Source: an optimization exercise on an open RTL-to-GDS flow (aim: a short achievable clock period and few clock cycles per item). Production flows keep margins and buffers that such runs may drop.
At most, simulation tests tie the RTL to the original design; equivalence was not proved.
No driver is modelled on the clock port, so clock power and skew are understated where the tree is cut down; a real chip needs a root buffer or a tree.
Power and IR drop assume default switching activity.

==> run a: inputs <==
Design exe_top, start of the top module:
module exe_top (
        input  logic                                clk,
        input  logic                                reset_n,
        input  logic                                in_req_i,
        output logic                                in_ack_o,
        input  logic [31:0]                         instr_i,
        input  logic [exe_pkg::XLEN-1:0]            pc_i,
        input  logic [exe_pkg::XLEN-1:0]            rs1_i,
        input  logic [exe_pkg::XLEN-1:0]            rs2_i,
        output logic                                res_req_o,
        input  logic                                res_ack_i,
        output logic [exe_pkg::REG_ADDR_W-1:0]      rd_addr_o,
        output logic                                write_rd_o,
        output logic [exe_pkg::XLEN-1:0]            result_o,
        output logic                                branch_taken_o,
        output logic [exe_pkg::XLEN-1:0]            branch_target_o
);
        logic                   v0, v1, v2, v3, v4;
        logic                   done;            
        logic                   load4;           
        exe_pkg::raw_rec_t      raw_in;
        exe_pkg::raw_rec_t      s0;
        exe_pkg::dec_rec_t      dec_d, s1;
        exe_pkg::ex1_rec_t      ex1_d, s2;
        exe_pkg::ex2_rec_t      ex2_d, s3;
        exe_pkg::ex3_rec_t      ex3_d, s4;
        exe_pkg::out_rec_t      out_d, out_q;
        localparam int DEC_W = $bits(s1);
        localparam int EX1_W = $bits(s2);
        localparam int EX2_W = $bits(s3);
        always_ff @(posedge clk or negedge reset_n) begin
                if (!reset_n) begin
                        in_ack_o <= 1'b0;
                        v0       <= 1'b0;
                end else begin
                        in_ack_o <= in_ack_o ? in_req_i : (in_req_i & ~v0);
                        v0       <= v0 ? v1 : (in_req_i & ~in_ack_o);
                end
        end
        assign raw_in.instr = instr_i;
        assign raw_in.pc    = pc_i;
        assign raw_in.rs1   = rs1_i;
  ...
==> module exe_top, before the edit <==
module exe_top (
        input  logic                                clk,
        input  logic                                reset_n,
        input  logic                                in_req_i,
        output logic                                in_ack_o,
        input  logic [31:0]                         instr_i,
        input  logic [exe_pkg::XLEN-1:0]            pc_i,
        input  logic [exe_pkg::XLEN-1:0]            rs1_i,
        input  logic [exe_pkg::XLEN-1:0]            rs2_i,
        output logic                                res_req_o,
        input  logic                                res_ack_i,
        output logic [exe_pkg::REG_ADDR_W-1:0]      rd_addr_o,
        output logic                                write_rd_o,
        output logic [exe_pkg::XLEN-1:0]            result_o,
        output logic                                branch_taken_o,
        output logic [exe_pkg::XLEN-1:0]            branch_target_o
);
        logic                   v0, v1, v2, v3, v4;
        logic                   done;            
        logic                   load4;           
        exe_pkg::raw_rec_t      raw_in;
        exe_pkg::raw_rec_t      s0;
        exe_pkg::dec_rec_t      dec_d, s1;
        exe_pkg::ex1_rec_t      ex1_d, s2;
        exe_pkg::ex2_rec_t      ex2_d, s3;
        exe_pkg::ex3_rec_t      ex3_d, s4;
        exe_pkg::out_rec_t      out_d, out_q;
        localparam int DEC_W = $bits(s1);
        localparam int EX1_W = $bits(s2);
        localparam int EX2_W = $bits(s3);
        always_ff @(posedge clk or negedge reset_n) begin
                if (!reset_n) begin
                        in_ack_o <= 1'b0;
                        v0       <= 1'b0;
                end else begin
                        in_ack_o <= in_ack_o ? in_req_i : (in_req_i & ~v0);
                        v0       <= v0 ? v1 : (in_req_i & ~in_ack_o);
                end
        end
        assign raw_in.instr = instr_i;
        assign raw_in.pc    = pc_i;
        assign raw_in.rs1   = rs1_i;
        assign raw_in.rs2   = rs2_i;
        always_ff @(posedge clk) begin
                if (!v0) begin
                        s0 <= raw_in;
                end
        end
        operand_decode u_decode (
                .raw_i (s0),
                .rec_o (dec_d)
        );
        pipe_slot #(.W(DEC_W)) u_s1 (
                .clk          (clk),
                .reset_n      (reset_n),
                .prev_valid_i (v0),
                .data_i       (dec_d),
                .next_valid_i (v2),
                .valid_o      (v1),
                .data_o       (s1)
        );
        alu_stage1 u_alu1 (
                .rec_i (s1),
                .rec_o (ex1_d)
        );
        pipe_slot #(.W(EX1_W)) u_s2 (
                .clk          (clk),
                .reset_n      (reset_n),
                .prev_valid_i (v1),
                .data_i       (ex1_d),
                .next_valid_i (v3),
                .valid_o      (v2),
                .data_o       (s2)
        );
        alu_stage2 u_alu2 (
                .rec_i (s2),
                .rec_o (ex2_d)
        );
        pipe_slot #(.W(EX2_W)) u_s3 (
                .clk          (clk),
                .reset_n      (reset_n),
                .prev_valid_i (v2),
                .data_i       (ex2_d),
                .next_valid_i (v4 & ~done),
                .valid_o      (v3),
                .data_o       (s3)
        );
        alu_stage3 u_alu3 (
                .rec_i (s3),
                .rec_o (ex3_d)
        );
        assign done  = res_req_o & res_ack_i;
        assign load4 = v3 & (~v4 | done);
        always_ff @(posedge clk or negedge reset_n) begin
                if (!reset_n) begin
                        v4        <= 1'b0;
                        res_req_o <= 1'b0;
                end else begin
                        v4        <= load4 | (v4 & ~done);
                        res_req_o <= res_req_o ? ~res_ack_i : (v4 & ~res_ack_i);
                end
        end
        always_ff @(posedge clk) begin
                if (load4) begin
                        s4 <= ex3_d;
                end
        end
        alu_select u_sel (
                .rec_i (s4),
                .rec_o (out_d)
        );
        always_ff @(posedge clk) begin
                out_q <= out_d;
        end
        assign rd_addr_o       = out_q.rd;
        assign write_rd_o      = out_q.wr;
        assign result_o        = out_q.result;
        assign branch_taken_o  = out_q.taken;
        assign branch_target_o = out_q.target;
endmodule
make LEC_CHECK=0 ABC_CLOCK_PERIOD_IN_PS=1500 CAP_MARGIN=20 CORE_MARGIN=2 CORE_UTILIZATION=40 SETUP_SLACK_MARGIN=4.7 SLEW_MARGIN=20 TNS_END_PERCENT=100 finish   # period 7.0 ns
run.sh (not shown) runs the stock make flow with config.mk's settings and CLKGATE_MAP_FILE= SYNTH_SCRIPT=/design/flow/synth_recipe.tcl, a recipe that flattens the netlist after the stock synthesis.
==> inputs of run b, as changes to run a <==
--- a/flow/design.v
+++ b/flow/design.v
@@ -319,5 +319,8 @@
         logic                   v0, v1, v2, v3, v4;
         logic                   done;            
-        logic                   load4;           
+        logic [1:0]             q_v;             
+        logic                   q_wp;
+        logic                   q_rp;
+        logic                   q_full;          
         exe_pkg::raw_rec_t      raw_in;
         exe_pkg::raw_rec_t      s0;
@@ -327,7 +330,9 @@
         exe_pkg::ex3_rec_t      ex3_d, s4;
         exe_pkg::out_rec_t      out_d, out_q;
+        exe_pkg::out_rec_t      q_mem0, q_mem1;
         localparam int DEC_W = $bits(s1);
         localparam int EX1_W = $bits(s2);
         localparam int EX2_W = $bits(s3);
+        localparam int EX3_W = $bits(s4);
         always_ff @(posedge clk or negedge reset_n) begin
                 if (!reset_n) begin
@@ -383,5 +388,5 @@
                 .prev_valid_i (v2),
                 .data_i       (ex2_d),
-                .next_valid_i (v4 & ~done),
+                .next_valid_i (v4),
                 .valid_o      (v3),
                 .data_o       (s3)
@@ -391,26 +396,55 @@
                 .rec_o (ex3_d)
         );
-        assign done  = res_req_o & res_ack_i;
-        assign load4 = v3 & (~v4 | done);
+        pipe_slot #(.W(EX3_W)) u_s4 (
+                .clk          (clk),
+                .reset_n      (reset_n),
+                .prev_valid_i (v3),
+                .data_i       (ex3_d),
+                .next_valid_i (q_full),
+                .valid_o      (v4),
+                .data_o       (s4)
+        );
+        alu_select u_sel (
+                .rec_i (s4),
+                .rec_o (out_d)
+        );
+        assign q_full = q_v[q_wp];
+        assign done   = res_req_o & res_ack_i;
         always_ff @(posedge clk or negedge reset_n) begin
                 if (!reset_n) begin
-                        v4        <= 1'b0;
+                        q_v       <= 2'b00;
+                        q_wp      <= 1'b0;
+                        q_rp      <= 1'b0;
                         res_req_o <= 1'b0;
                 end else begin
-                        v4        <= load4 | (v4 & ~done);
-                        res_req_o <= res_req_o ? ~res_ack_i : (v4 & ~res_ack_i);
+                        if (v4 && !q_v[0] && !q_wp) begin
+                                q_v[0] <= 1'b1;
+                        end else if (done && !q_rp) begin
+                                q_v[0] <= 1'b0;
+                        end
+                        if (v4 && !q_v[1] && q_wp) begin
+                                q_v[1] <= 1'b1;
+                        end else if (done && q_rp) begin
+                                q_v[1] <= 1'b0;
+                        end
+                        if (v4 && !q_v[q_wp]) begin
+                                q_wp <= ~q_wp;
+                        end
+                        if (done) begin
+                                q_rp <= ~q_rp;
+                        end
+                        res_req_o <= res_req_o ? ~res_ack_i : (q_v[q_rp] & ~res_ack_i);
                 end
         end
         always_ff @(posedge clk) begin
-                if (load4) begin
-                        s4 <= ex3_d;
+                if (!q_v[0] && !q_wp) begin
+                        q_mem0 <= out_d;
+                end
+                if (!q_v[1] && q_wp) begin
+                        q_mem1 <= out_d;
                 end
         end
-        alu_select u_sel (
-                .rec_i (s4),
-                .rec_o (out_d)
-        );
         always_ff @(posedge clk) begin
-                out_q <= out_d;
+                out_q <= q_rp ? q_mem1 : q_mem0;
         end
         assign rd_addr_o       = out_q.rd;
==> comparison table <==
item	run b	run a
R2r worst-path depth	5	8
Layout cell share with drive strength beyond 1	17.44%	15.76%
Time the final worst path needs with I/O delays and setup	2.598 ns	2.546 ns
Starting utilization of the core area	40.45%	40.34%
Status	complete, no violations	complete, no violations
Power attributed to combinational cells	0.00736 W	0.00638 W
Vias	19600	17500
Vias in the first global route	19630	17500
Placement Cell Area	0.03979 mm2	0.03437 mm2
Synth Cell Area	0.03646 mm2	0.03120 mm2
Gpl congestion	0.8776	0.8580
Worst slew slack as a fraction of its limit	30.30%	37.11%
Utilization after layout	47.97%	48.38%
Source of the worst hold timing path	u_s1.data_o[63]	u_s3.data_o[22]
Yosys cell types	68	67
Clock-cell share	7.092%	6.892%
Vertical extent of the die	305.9 um	283.3 um
Post-detailed-route wirelength per cell	21.24 um	21.11 um
Flip-flop and latch power	0.0105 W	0.00853 W
Testbench counts of run b, summed over its fixed seeds: cycles 36,072, items 18,000.
No functional check of the RTL was part of run a.

* * *

==> run E <==
Another version of the RTL of exe_top (not shown whole).
make LEC_CHECK=0 CAP_MARGIN=20 CORE_MARGIN=2 CORE_UTILIZATION=40 SLEW_MARGIN=20 finish   # period 7.0 ns
==> inputs of run Y, as changes to run E <==
- ABC_CLOCK_PERIOD_IN_PS: unset -> 1500
- SETUP_SLACK_MARGIN: unset -> 4.6
- TNS_END_PERCENT: unset -> 100
==> qor summary <==
Data arrival time of the critical path: run Y 3.16 ns; run E 4.59 ns
Syn-to-layout area delta: run Y 22.1%; run E 16.5%
Count of routing violations after the opening detailed-route iteration: run Y 2652; run E 2390
Result of the run: run Y timing/DRC/antenna clean; run E timing/DRC/antenna clean
Slew margin rel.: run Y 31.6%; run E 21.9%
Post-Place Cell Area: run Y 0.0442 mm^2; run E 0.0441 mm^2
Count of buffer and inverter cells on the critical path: run Y 2; run E 3
Via density per instance: run Y 5.40; run E 5.35
Max Fclk: run Y 368 MHz; run E 240 MHz
Last element of the critical path: run Y u_s3.data_o[223]$_DFFE_PN_; run E u_s2.data_o[179]$_DFFE_PN_
Leading power group: run Y combinational cells; run E registers
Number of cells on the worst reg-to-reg path: run Y 10; run E 9
Wire length the detailed router placed on met1: run Y 49.5 mm; run E 47.4 mm
Met1 usage: run Y 30.5%; run E 29.1%
Peak ir drop on the vdd network: run Y 278 uV; run E 299 uV
GRT met2 Usage: run Y 31.9%; run E 31.7%
Hold_ws: run Y 0.401 ns; run E 0.377 ns
Pin count of the biggest net entering global routing: run Y 140; run E 103
Share of cells above drive strength 1: run Y 21.0%; run E 9.18%
Switching power of the nets: run Y 10.5 mW; run E 9.69 mW
Internal Pwr Total: run Y 17.3 mW; run E 16.4 mW
Testbench counts of run E, summed over its fixed seeds: cycles 36,060, items 18,000.
Testbench counts of run Y, summed over its fixed seeds: cycles 36,060, items 18,000.

* * *

==> 11-09 <==
exe_top, a different RTL version from the one above (not shown whole).
clock: 7.0 ns
lec_check: 0
abc_clock_period_in_ps: 1500
cap_margin: 20
core_margin: 2
core_utilization: 40
setup_slack_margin: 4.9
slew_margin: 20
tns_end_percent: 100
standard.sh (not shown) runs the stock make flow with config.mk's settings and CLKGATE_MAP_FILE= SYNTH_SCRIPT=/design/flow/synth_recipe.tcl, a recipe that flattens the netlist after the stock synthesis.
==> flow/flow/run.sh <==
#!/bin/bash
# The standard layout (standard.sh: ORFS synthesis to final), except
# that the clock tree comes from flow/ctree.tcl, hooked into ORFS's CTS
# step through PRE_CTS_TCL: the clock port feeds four root inverters, each
# root feeds a group of leaf inverters, each leaf about 36 flip-flops.
# Before that, flow/pull.tcl moves each register that drives an output
# port next to the port's buffer.
# standard.sh's own output goes to standard.log in this folder.
set -euo pipefail
here=$(pwd)
export PRE_CTS_TCL="$here/flow/pre_cts.tcl"
bash standard.sh > "$here/standard.log" 2>&1
==> flow/flow/pre_cts.tcl <==
# Sourced by ORFS's cts.tcl (PRE_CTS_TCL) right after it loads the placed
# design. It replaces the clock_tree_synthesis call that cts.tcl makes
# later (after repair_clock_inverters) with: move the registers that drive
# output ports next to their port buffers (flow/pull.tcl), build a
# two-level balanced clock tree of inverters (flow/ctree.tcl) and set the
# clock as propagated. The rest of cts.tcl (legalisation, timing repair)
# runs as usual on this tree.

source [file join [file dirname [info script]] ctree.tcl]
source [file join [file dirname [info script]] pull.tcl]

proc clock_tree_synthesis { args } {
  puts "clock tree built by flow/ctree.tcl in place of clock_tree_synthesis $args"
  pull_output_flops
  ctree_build clk sky130_fd_sc_hd__clkinv_16 4 36 sky130_fd_sc_hd__clkinv_16
  set_propagated_clock [all_clocks]
}
Other scripts of this flow, unchanged in this note and not shown: flow/flow/ctree.tcl, flow/flow/pull.tcl
==> 05-08: changes against 11-09 <==
--- a/flow/design.v
+++ b/flow/design.v
@@ -15,18 +15,18 @@
         localparam logic [2:0] ALU_OR      = 3'b110;
         localparam logic [2:0] ALU_AND     = 3'b111;
         localparam logic [2:0] BR_BEQ  = 3'b000;
         localparam logic [2:0] BR_BNE  = 3'b001;
         localparam logic [2:0] BR_BLT  = 3'b100;
         localparam logic [2:0] BR_BGE  = 3'b101;
         localparam logic [2:0] BR_BLTU = 3'b110;
         localparam logic [2:0] BR_BGEU = 3'b111;
-        localparam int C1 = 11;
-        localparam int C2 = 22;
+        localparam int C1 = 10;
+        localparam int C2 = 21;
         typedef struct packed {
                 logic [31:0]             instr;
                 logic [XLEN-1:0]         pc;
                 logic [XLEN-1:0]         rs1;
                 logic [XLEN-1:0]         rs2;
         } raw_rec_t;
         typedef struct packed {
                 logic                    is_alu;
@@ -77,16 +77,23 @@
                 logic                    eq;
                 logic                    lt;
                 logic                    ltu;
                 logic [XLEN-1:0]         pcsum;    
         } ex3_rec_t;
         typedef struct packed {
                 logic [REG_ADDR_W-1:0]   rd;
                 logic                    wr;
+                logic                    taken;
+                logic                    is_br;
+                logic [XLEN-1:0]         value;    
+        } q_rec_t;
+        typedef struct packed {
+                logic [REG_ADDR_W-1:0]   rd;
+                logic                    wr;
                 logic [XLEN-1:0]         result;
                 logic                    taken;
                 logic [XLEN-1:0]         target;
         } out_rec_t;
 endpackage
 `timescale 1ns/100ps
 module operand_decode (
         input  exe_pkg::raw_rec_t   raw_i,
@@ -136,31 +143,33 @@
 endmodule
 `timescale 1ns/100ps
 module outcome_queue #(
         parameter int DEPTH = 4
 ) (
         input  logic                    clk,
         input  logic                    reset_n,
         input  logic                    wr_i,            
-        input  exe_pkg::out_rec_t       wdata_i,
+        input  exe_pkg::q_rec_t         wdata_i,
         input  logic                    res_ack_i,
         output logic                    res_req_o,
         output logic                    done_o,          
         output exe_pkg::out_rec_t       out_o
 );
         localparam int AW = $clog2(DEPTH);
         localparam int W  = $bits(wdata_i);
         logic [W-1:0]       mem [DEPTH];
         logic [DEPTH-1:0]   full;
         logic [AW-1:0]      wp;
         logic [AW-1:0]      rp;
         logic               req_n;           
         logic               req_d;
-        logic [W-1:0]       out_q;
+        exe_pkg::q_rec_t    head;
+        exe_pkg::out_rec_t  out_d;
+        exe_pkg::out_rec_t  out_q;
         assign done_o = ~req_n & res_ack_i;
         assign req_d  = ~res_ack_i & (~req_n | full[rp]);
         always_ff @(posedge clk or negedge reset_n) begin
                 if (!reset_n) begin
                         full      <= '0;
                         wp        <= '0;
                         rp        <= '0;
                         res_req_o <= 1'b0;
@@ -185,18 +194,24 @@
         end
         always_ff @(posedge clk) begin
                 for (int i = 0; i < DEPTH; i++) begin
                         if (wr_i && (wp == AW'(i))) begin
                                 mem[i] <= wdata_i;
                         end
                 end
         end
+        assign head         = mem[rp];
+        assign out_d.rd     = head.rd;
+        assign out_d.wr     = head.wr;
+        assign out_d.taken  = head.taken;
+        assign out_d.result = head.is_br ? '0 : head.value;
+        assign out_d.target = head.is_br ? head.value : '0;
         always_ff @(posedge clk) begin
-                out_q <= mem[rp];
+                out_q <= out_d;
         end
         assign out_o = out_q;
 endmodule
 `timescale 1ns/100ps
 module alu_stage1 (
         input  exe_pkg::dec_rec_t   rec_i,
         output exe_pkg::ex1_rec_t   rec_o
 );
@@ -293,17 +308,17 @@
                 rec_o.eq    = rec_i.eq;
                 rec_o.ltu   = ~a_hi[32-C2];
                 rec_o.lt    = (rec_i.x_hi[31] == rec_i.yx_hi[31]) ? rec_i.x_hi[31]
                                                                   : a_hi[31-C2];
         end
 endmodule
 module alu_select (
         input  exe_pkg::ex3_rec_t   rec_i,
-        output exe_pkg::out_rec_t   rec_o
+        output exe_pkg::q_rec_t     rec_o
 );
         logic [exe_pkg::XLEN-1:0]   other_rev;
         logic [exe_pkg::XLEN-1:0]   alu_out;
         logic                       br_taken;
         always_comb begin
                 for (int i = 0; i < 32; i++) begin
                         other_rev[i] = rec_i.other[31-i];
                 end
@@ -326,20 +341,20 @@
                         exe_pkg::BR_BLTU: br_taken = rec_i.ltu;
                         exe_pkg::BR_BGEU: br_taken = ~rec_i.ltu;
                         default:          br_taken = 1'b0;
                 endcase
         end
         always_comb begin
                 rec_o.wr     = rec_i.ctl.is_alu | rec_i.ctl.is_up;
                 rec_o.rd     = (rec_i.ctl.is_alu | rec_i.ctl.is_up) ? rec_i.ctl.rd : '0;
-                rec_o.result = rec_i.ctl.is_alu ? alu_out :
-                               rec_i.ctl.is_up  ? rec_i.pcsum : '0;
                 rec_o.taken  = rec_i.ctl.is_br & br_taken;
-                rec_o.target = rec_i.ctl.is_br ? rec_i.pcsum : '0;
+                rec_o.is_br  = rec_i.ctl.is_br;
+                rec_o.value  = (rec_i.ctl.is_br | rec_i.ctl.is_up) ? rec_i.pcsum :
+                               rec_i.ctl.is_alu ? alu_out : '0;
         end
 endmodule
 `timescale 1ns/100ps
 module exe_top (
         input  logic                                clk,
         input  logic                                reset_n,
         input  logic                                in_req_i,
         output logic                                in_ack_o,
@@ -366,17 +381,18 @@
         logic [2:0]             cnt;             
         logic                   room;
         exe_pkg::raw_rec_t      raw_in;
         exe_pkg::raw_rec_t      s0;
         exe_pkg::dec_rec_t      dec_d, s1;
         exe_pkg::ex1_rec_t      ex1_d, s2;
         exe_pkg::ex2_rec_t      ex2_d, s3;
         exe_pkg::ex3_rec_t      ex3_d, s4;
-        exe_pkg::out_rec_t      out_d, out_q;
+        exe_pkg::q_rec_t        out_d;
+        exe_pkg::out_rec_t      out_q;
         assign cnt    = n_acc - n_done;
         assign room   = (cnt != 3'(QDEPTH));
         assign accept = in_req_i & ack_n & room;
         assign ack_d  = in_req_i & (~ack_n | room);
         always_ff @(posedge clk or negedge reset_n) begin
                 if (!reset_n) begin
                         in_ack_o <= 1'b0;
                         ack_n    <= 1'b1;
==> flow/flow/run.sh (replaced) <==
#!/bin/bash
# The standard layout (standard.sh: ORFS synthesis to final), except
# that the clock tree comes from flow/ctree.tcl, hooked into ORFS's CTS
# step through PRE_CTS_TCL: the clock port feeds four root inverters (inv_16), each
# root feeds a group of leaf inverters (clkinv_16), each leaf about 44
# flip-flops.
# Before that, flow/pull.tcl moves each register that drives an output
# port next to the port's buffer.
# standard.sh's own output goes to standard.log in this folder.
set -euo pipefail
here=$(pwd)
export PRE_CTS_TCL="$here/flow/pre_cts.tcl"
bash standard.sh > "$here/standard.log" 2>&1
--- a/flow/flow/pre_cts.tcl
+++ b/flow/flow/pre_cts.tcl
@@ -7,11 +7,11 @@
 # runs as usual on this tree.
 
 source [file join [file dirname [info script]] ctree.tcl]
 source [file join [file dirname [info script]] pull.tcl]
 
 proc clock_tree_synthesis { args } {
   puts "clock tree built by flow/ctree.tcl in place of clock_tree_synthesis $args"
   pull_output_flops
-  ctree_build clk sky130_fd_sc_hd__clkinv_16 4 36 sky130_fd_sc_hd__clkinv_16
+  ctree_build clk sky130_fd_sc_hd__inv_16 4 44 sky130_fd_sc_hd__clkinv_16
   set_propagated_clock [all_clocks]
 }
==> flow/config.mk (replaced) <==
export PLATFORM = sky130hd
export DESIGN_NAME = exe_top
export DESIGN_NICKNAME = exe_top
export VERILOG_FILES = /design/flow/design.v
export SDC_FILE = /design/flow/constraint.sdc
export NUM_CORES = 4
export LEC_CHECK = 0
export ABC_CLOCK_PERIOD_IN_PS = 1500
export CAP_MARGIN = 20
export CORE_MARGIN = 2
export CORE_UTILIZATION = 40
export SETUP_SLACK_MARGIN = 5.0
export SLEW_MARGIN = 20
export TNS_END_PERCENT = 100
==> summary of the runs <==
Between 11-09 and 05-08, the lower first-iteration DRC count is in 05-08 (gap 17%, measured against 05-08). Of 11-09 and 05-08, 11-09 has the higher routed wire length (gap about 17%, measured against 05-08). In 11-09 the cell count is larger than in 05-08, by 8.2%. In 11-09 the sequential cell count is higher than in 05-08, by 120. In 05-08 the clock power is lower than in 11-09, by 17%. Hold slack: 05-08 is lower than 11-09 (6.1 ps). Of 05-08 and 11-09, 11-09 has the higher cell area (gap about 12%, measured against 11-09). In 11-09 the register-to-register slack is worse than in 05-08, by 90 ps. Between 11-09 and 05-08, the lower core utilization is in 11-09 (gap 0.58 points). Of 05-08 and 11-09, 11-09 has the higher area after synthesis (gap 13%, measured against 11-09). Combinational power: 05-08 is lower than 11-09 (11%). 05-08 ran to the end with no violations. 11-09 produced a clean layout.
Testbench counts of 11-09, summed over its fixed seeds: cycles 36,072, items 18,000.
Testbench counts of 05-08, summed over its fixed seeds: cycles 36,072, items 18,000.
No run of this note takes its clock network from TritonCTS; it comes from the design's own scripts or RTL.

==> port drivers added, routing unchanged <==
How much do the figures lean on ideal ports? The routed layouts below were timed once more, with nothing changed but the port constraints. Step 1 assumes that a clkbuf_16 drives the clock port and a buf_2 every other input. Step 2 moves the port delays by t, midway between the first and last clock arrival at a register: inputs arrive t later, outputs are due t later. That takes back most of the time a late clock gives input paths. Three values: ideal ports, drivers, drivers and shift; two values: the first two.
run	shift t [ns]	setup WS [ns]	worst hold slack (ns)	clock arrival spread, ns
run a	0.683	4.454 / 4.391 / 4.016	0.402 / 0.402 / 0.402	0.039 / 0.039
run b	0.718	4.402 / 4.342 / 4.648	0.390 / 0.390 / 0.390	0.049 / 0.049
run E	0.736	2.825 / 2.825 / 2.825	0.377 / 0.377 / 0.377	0.061 / 0.061
run Y	0.744	4.282 / 4.276 / 4.282	0.401 / 0.401 / 0.401	0.077 / 0.077
11-09	0.593	4.755 / 4.485 / 4.666	0.323 / 0.324 / 0.324	0.033 / 0.034
05-08	0.428	4.893 / 4.665 / 4.804	0.317 / 0.317 / 0.317	0.034 / 0.034
After both steps setup and hold are still met in every run listed. For run a, which loses most, drivers alone change the setup slack by -0.063 ns; drivers and shift together by -0.438 ns.
